What follows belongs to an exercise in optimizing a design on an open flow for a short achievable clock period and few clock cycles; a production flow would make more cautious choices. Function was checked by simulation only, so behaviour that the tests miss may differ from the original.

==> inputs of run X <==
// retro_top
module retro_top #(
  parameter int          addr_width = 16,
  parameter logic [31:0] start_addr = 32'h0000_0000
) (
  input  logic                  clk,
  input  logic                  rst_n,
  input  logic                  hold,        
  input  logic [7:0]            data_in,
  output logic [addr_width-1:0] address,
  output logic [7:0]            data_out,
  output logic                  wren
);
Settings: LEC_CHECK=0, ABC_CLOCK_PERIOD_IN_PS=4000, CAP_MARGIN=20, CORE_MARGIN=2, CORE_UTILIZATION=30, PLACE_DENSITY=0.5, SETUP_SLACK_MARGIN=4.0, SLEW_MARGIN=20; clock period 8.0 ns.
run.sh (not shown) runs the stock make flow with config.mk's settings and CLKGATE_MAP_FILE= SYNTH_SCRIPT=/design/flow/synth_recipe.tcl, a recipe that flattens the netlist after the stock synthesis.
==> run G (differences from run X) <==
--- a/flow/design.v
+++ b/flow/design.v
@@ -24,15 +24,14 @@
   logic [1:0]    fb;                    
   logic [23:0]   fbuf;                  
   logic          dok;                   
   logic [31:0]   pc;                    
   logic          ir_v;                  
   logic [31:0]   ir;
   logic [31:0]   ir_pc;
-  logic [31:0]   ir_oh1, ir_oh2;        
   logic          ex_v;                  
   logic [31:0]   ex_a;                  
   logic [31:0]   ex_b;                  
   logic [31:0]   ex_opb;                
   logic          ex_cin;
   logic [31:0]   ex_pcv;                
   logic [31:0]   ex_tgt;                
@@ -42,26 +41,15 @@
   logic          s_sum, s_slt, s_sltu, s_xor, s_or, s_and, s_sll, s_sr, s_pcv;
   logic          ex_jalr, ex_br, ex_ld, ex_st;
   logic          ex_we;                 
   logic          ex_lw;                 
   logic          wb_v;                  
   logic [4:0]    wb_rd;
   logic [31:0]   wb_val;
-  logic [31:0]   dc_data [0:63];        
-  logic [7:0]    dc_tag  [0:63];
-  logic [3:0]    dc_val  [0:63];
-  logic          ex_lk;                 
-  logic          dl_hit;                
-  logic [5:0]    dl_i0, dl_i1;          
-  logic [7:0]    dl_t0, dl_t1;
-  logic [1:0]    dl_sh;
-  logic [31:0]   dl_val;
   logic          d_act;                 
-  logic          a_fet;                 
-  logic          wr_q;                  
   logic [15:0]   d_addr;
   logic [1:0]    d_cnt;
   logic [31:0]   sdata;
   logic [23:0]   lacc;
   logic [CI-1:0] pidx;
   logic [TW-1:0] ptag;
   logic          c_hit;
@@ -130,31 +118,22 @@
     else
       imm = {{21{ir[31]}}, ir[30:20]};
   end
   logic [31:0] imm_u, imm_b, imm_j;
   assign imm_u = {ir[31:12], 12'b0};
   assign imm_b = {{20{ir[31]}}, ir[7], ir[30:25], ir[11:8], 1'b0};
   assign imm_j = {{12{ir[31]}}, ir[19:12], ir[20], ir[30:21], 1'b0};
-  logic [15:0] ea, ea4, imm_ls, imm_ls4;
-  assign imm_ls  = {{4{ir[31]}}, ir[31:25], d_st ? ir[11:7] : ir[24:20]};
-  assign imm_ls4 = imm_ls + 16'd4;
-  assign ea      = rf1[15:0] + imm_ls;
-  assign ea4     = rf1[15:0] + imm_ls4;    
+  logic [15:0] ea;
+  assign ea = rf1[15:0] + (d_st ? {ir[31:25], ir[11:7]} : ir[31:20]) + (ir[31] ? 16'hF000 : 16'h0000);
   assign wr_any = d_lui || d_auipc || d_jal || d_jalr || d_alu;
   assign use1   = !(d_lui || d_auipc || d_jal);
   assign use2   = d_alur || d_br || d_st;
   logic [31:0] rf1, rf2;
-  always_comb begin
-    rf1 = 32'd0;
-    rf2 = 32'd0;
-    for (int i = 1; i < 32; i++) begin
-      rf1 = rf1 | ({32{ir_oh1[i]}} & rf[i]);
-      rf2 = rf2 | ({32{ir_oh2[i]}} & rf[i]);
-    end
-  end
+  assign rf1  = (rs1 == 5'd0) ? 32'd0 : rf[rs1];
+  assign rf2  = (rs2 == 5'd0) ? 32'd0 : rf[rs2];
   assign rs1v = (wb_v && wb_rd == rs1) ? wb_val : rf1;
   assign rs2v = (wb_v && wb_rd == rs2) ? wb_val : rf2;
   assign inv = d_br || (d_alu && (f3 == 3'b010 || f3 == 3'b011)) ||
                (d_alur && f3 == 3'b000 && ir[30]);
   assign opb = (d_alur || d_br) ? rs2v : imm;
   assign dep = (ex_v && (ex_we || ex_lw) &&
                 ((use1 && rs1 == ex_rd) || (use2 && rs2 == ex_rd))) ||
@@ -210,41 +189,16 @@
     case (ex_f3[1:0])
       2'd0:    last = 2'd0;
       2'd1:    last = 2'd1;
       default: last = 2'd3;
     endcase
   end
   assign d_fin   = d_act && (d_cnt == last);
-  assign ex_free = !ex_v || !(ex_ld || ex_st) || d_fin || dl_hit;
-  assign ld_we   = ex_v && ex_lw && (d_fin || dl_hit);
-  logic [5:0]  l0, l1;
-  logic [7:0]  t0, t1;
-  logic [3:0]  v0, v1;
-  logic [63:0] dwin;
-  logic [7:0]  dneed;
-  logic        dc_hit;
-  logic [31:0] dword;
-  logic [31:0] dc_ld;
-  assign l0     = dl_i0;
-  assign l1     = dl_i1;
-  assign t0     = dl_t0;
-  assign t1     = dl_t1;
-  assign v0     = (dc_tag[l0] == t0) ? dc_val[l0] : 4'd0;
-  assign v1     = (dc_tag[l1] == t1) ? dc_val[l1] : 4'd0;
-  assign dwin   = {dc_data[l1], dc_data[l0]};
-  assign dneed  = {4'd0, (last == 2'd0) ? 4'b0001 : (last == 2'd1) ? 4'b0011 : 4'b1111} << dl_sh;
-  assign dc_hit = (({v1, v0} & dneed) == dneed);
-  assign dword  = 32'(dwin >> {dl_sh, 3'b000});
-  always_comb begin
-    case (ex_f3[1:0])
-      2'd0:    dc_ld = {{24{!ex_f3[2] && dword[7]}}, dword[7:0]};
-      2'd1:    dc_ld = {{16{!ex_f3[2] && dword[15]}}, dword[15:0]};
-      default: dc_ld = dword;
-    endcase
-  end
+  assign ex_free = !ex_v || !(ex_ld || ex_st) || d_fin;
+  assign ld_we   = ex_v && ex_lw && d_fin;
   always_comb begin
     case (ex_f3[1:0])
       2'd0:    ld_val = {{24{!ex_f3[2] && data_in[7]}}, data_in};
       2'd1:    ld_val = {{16{!ex_f3[2] && data_in[7]}}, data_in, lacc[7:0]};
       default: ld_val = {data_in, lacc};
     endcase
   end
@@ -252,58 +206,42 @@
   logic jal_go;       
   logic ir_free;
   logic ex_load;      
   assign ex_load = ir_v && ex_free && !dep;
   assign rd_adv  = ex_load && !taken;
   assign jal_go  = rd_adv && d_jal;
   assign ir_free = !ir_v || ex_load;
-  assign address  = a_fet ? fba : d_addr;
+  assign address  = d_act ? d_addr : fba;
   assign data_out = sdata[7:0];
-  assign wren     = wr_q && !hold;
+  assign wren     = d_act && ex_st && !hold;
   always_ff @(posedge clk or negedge rst_n) begin
     if (!rst_n) begin
       for (int i = 1; i < 32; i++) rf[i] <= 32'd0;
-    end else if (wb_v) begin
-      rf[wb_rd] <= wb_val;
+    end else if (!hold) begin
+      if (wb_v)
+        rf[wb_rd] <= wb_val;
     end
   end
   always_ff @(posedge clk or negedge rst_n) begin
     if (!rst_n) begin
       c_val <= '0;
-      for (int i = 0; i < 64; i++) dc_val[i] <= 4'd0;
-    end else begin
-      if (pf_bus && fb == 2'd3)
-        c_val[fa[CI+1:2]] <= 1'b1;
-      if (d_act) begin
-        if (dc_tag[d_addr[7:2]] == d_addr[15:8]) begin
-          dc_val[d_addr[7:2]][d_addr[1:0]] <= 1'b1;
-        end else begin
-          dc_val[d_addr[7:2]] <= 4'b0001 << d_addr[1:0];
-        end
-      end
-    end
-  end
-  always_ff @(posedge clk or negedge rst_n) begin
-    if (!rst_n) begin
       fa    <= start_addr[15:0];
       fba   <= start_addr[15:0];
       fb    <= 2'd0;
       dok   <= 1'b1;
       pc    <= start_addr;
       wb_v  <= 1'b0;
       ir_v  <= 1'b0;
       rb    <= 1'b0;
       rb_rs <= 1'b0;
       ex_v  <= 1'b0;
       d_act <= 1'b0;
-      a_fet <= 1'b1;
-      wr_q  <= 1'b0;
-      ex_lk <= 1'b0;
-      dl_hit <= 1'b0;
     end else if (!hold) begin
+      if (pf_bus && fb == 2'd3)
+        c_val[fa[CI+1:2]] <= 1'b1;
       if (rb_rs) begin
         fa  <= ir_pc[15:0];
         fba <= ir_pc[15:0];
         fb  <= 2'd0;
         dok <= 1'b1;
       end else begin
         if (pf_bus) begin
@@ -335,51 +273,34 @@
         ir_v  <= adv && f_ok;
         rb    <= adv && !f_ok;
         rb_rs <= adv && !f_ok && !jblock;
         if (adv) pc <= pc + 32'd4;
       end
       if (ex_free) ex_v <= rd_adv;
       wb_v <= (ex_v && ex_we) || ld_we;
-      dl_hit <= 1'b0;
-      if (ex_free) begin
-        d_act <= rd_adv && (d_st || (d_ld && f3[1:0] == 2'd0));
-        a_fet <= !(rd_adv && (d_st || (d_ld && f3[1:0] == 2'd0)));
-        wr_q  <= rd_adv && d_st;
-        ex_lk <= rd_adv && d_ld && f3[1:0] != 2'd0;
-      end else if (ex_v && ex_ld && ex_lk) begin
-        d_act  <= !dc_hit;
-        a_fet  <= dc_hit;
-        dl_hit <= dc_hit;
-        ex_lk  <= 1'b0;
-      end
+      if (ex_free)
+        d_act <= rd_adv && (d_ld || d_st);
     end
   end
   always_ff @(posedge clk) begin
-    if (pf_bus) begin
-      if (fb == 2'd3) begin
-        c_data[fa[CI+1:2]] <= {data_in, fbuf};
-        c_tag[fa[CI+1:2]]  <= {fa[15:CI+2], fa[1]};
-      end else begin
-        fbuf[8*fb +: 8] <= data_in;
-      end
-    end
-    if (d_act) begin
-      dc_tag[d_addr[7:2]] <= d_addr[15:8];
-      dc_data[d_addr[7:2]][8*d_addr[1:0] +: 8] <= ex_st ? sdata[7:0] : data_in;
-    end
     if (!hold) begin
+      if (pf_bus) begin
+        if (fb == 2'd3) begin
+          c_data[fa[CI+1:2]] <= {data_in, fbuf};
+          c_tag[fa[CI+1:2]]  <= {fa[15:CI+2], fa[1]};
+        end else begin
+          fbuf[8*fb +: 8] <= data_in;
+        end
+      end
       if (ir_free) begin
-        ir     <= f_word;
-        ir_pc  <= pc;
-        ir_oh1 <= 32'd1 << f_word[19:15];
-        ir_oh2 <= 32'd1 << f_word[24:20];
+        ir    <= f_word;
+        ir_pc <= pc;
       end
       wb_rd  <= ex_rd;
-      wb_val <= ex_ld ? (dl_hit ? dl_val : ld_val) : alu;
-      dl_val <= dc_ld;
+      wb_val <= ex_ld ? ld_val : alu;
       if (ex_load) begin
         ex_a    <= rs1v;
         ex_b    <= rs2v;
         ex_opb  <= opb;
         ex_cin  <= inv;
         ex_pcv  <= d_auipc ? ir_pc + imm_u : d_lui ? imm_u : ir_pc + 32'd4;
         ex_tgt  <= ir_pc + imm_b;
@@ -400,19 +321,14 @@
         ex_ld   <= d_ld;
         ex_st   <= d_st;
         ex_we   <= wr_any && rd != 5'd0;
         ex_lw   <= d_ld && rd != 5'd0;
       end
       if (ex_load) begin
         d_addr <= ea;
-        dl_i0  <= ea[7:2];
-        dl_t0  <= ea[15:8];
-        dl_i1  <= ea4[7:2];
-        dl_t1  <= ea4[15:8];
-        dl_sh  <= ea[1:0];
         d_cnt  <= 2'd0;
         sdata  <= rs2v;
       end else if (d_act) begin
         begin
           d_addr <= d_addr + 16'd1;
           d_cnt  <= d_cnt + 2'd1;
           sdata  <= {8'd0, sdata[31:8]};
==> impl_metrics.py <==
metrics = {
    "floorplan": {
        "core_um2": 619000,
        "die_height_um": 792,
        "initial_core_util_pct": 30.1,
    },
    "grt": {
        "grtUsageMet3_pct": 5.40,
        "grt_use_met2_pct": 34.4,
    },
    "run_status": {
        "status": "timing/DRC/antenna clean",
    },
    "route": {
        "viasPerCell": 5.88,
        "wire_per_inst_um": 35.3,
    },
    "yosys": {
        "synth_fa_ha_area_share_pct": 1.68,
        "synth.area.top_cells": "edfxtp_1 49%, dfrtp_1 15%, mux4_2 11%",
    },
    "sta": {
        "fin_ws_ns": 3.51,
    },
    "finish": {
        "multi_input_gates": 6789,
        "layout-drive-gt1-share_pct": 30.2,
    },
    "placed_design": {
        "dp.cells": 20000,
    },
}
[end of results for run G]
==> impl_metrics.py <==
metrics = {
    "run_status": {
        "status": "timing/DRC/antenna clean",
    },
    "floorplan": {
        "core_um2": 1080000,
        "die_height_mm": 1.05,
        "initial_core_util_pct": 30.1,
    },
    "route": {
        "wire_per_inst_um": 39.4,
        "viasPerCell": 6.01,
    },
    "sta": {
        "fin_ws_ns": 3.44,
    },
    "finish": {
        "multi_input_area_share_pct": 30.3,
        "layout-drive-gt1-share_pct": 33.5,
    },
    "yosys": {
        "synth.area.top_cells": "edfxtp_1 53%, mux4_2 17%, dfrtp_1 11%",
        "synth_common_cells": "5692 x edfxtp_1, 2489 x mux4_2, 1387 x dfrtp_1",
        "synth_fa_ha_area_share_pct": 1.03,
    },
    "placed_design": {
        "dp.cells": 33000,
    },
}
[end of results for run X]
Testbench counts of run X, summed over its fixed seeds: cycles 39,059.
Testbench counts of run G, summed over its fixed seeds: cycles 40,118.

## re-timing with driven ports
The results above use ideal ports. As a check the final layouts listed here were re-extracted and re-timed, cells and wires unchanged.
Step 1 assumes that a clkbuf_16 drives the clock port and a buf_2 every other input.
Step 2 times the ports against the registers' clock, not the clock port: input delays grow and output delays shrink by t, the midpoint of the rising clock arrivals with the driver on.
Slacks: ideal / step 1 / step 2; pairs: ideal / step 1.
run	shift t [ns]	setup WS [ns]	hold slack, ns	worst slew at a driven data input, ns
run X	1.315	3.443 / 3.443 / 3.229	0.348 / 0.304 / 0.452	0.32
run G	1.156	3.508 / 3.508 / 2.813	0.468 / 0.416 / 0.468	0.30
After both steps every run listed still meets setup and hold. For run G, which loses most, drivers alone change the setup slack by 0.000 ns; drivers and shift together by -0.695 ns.
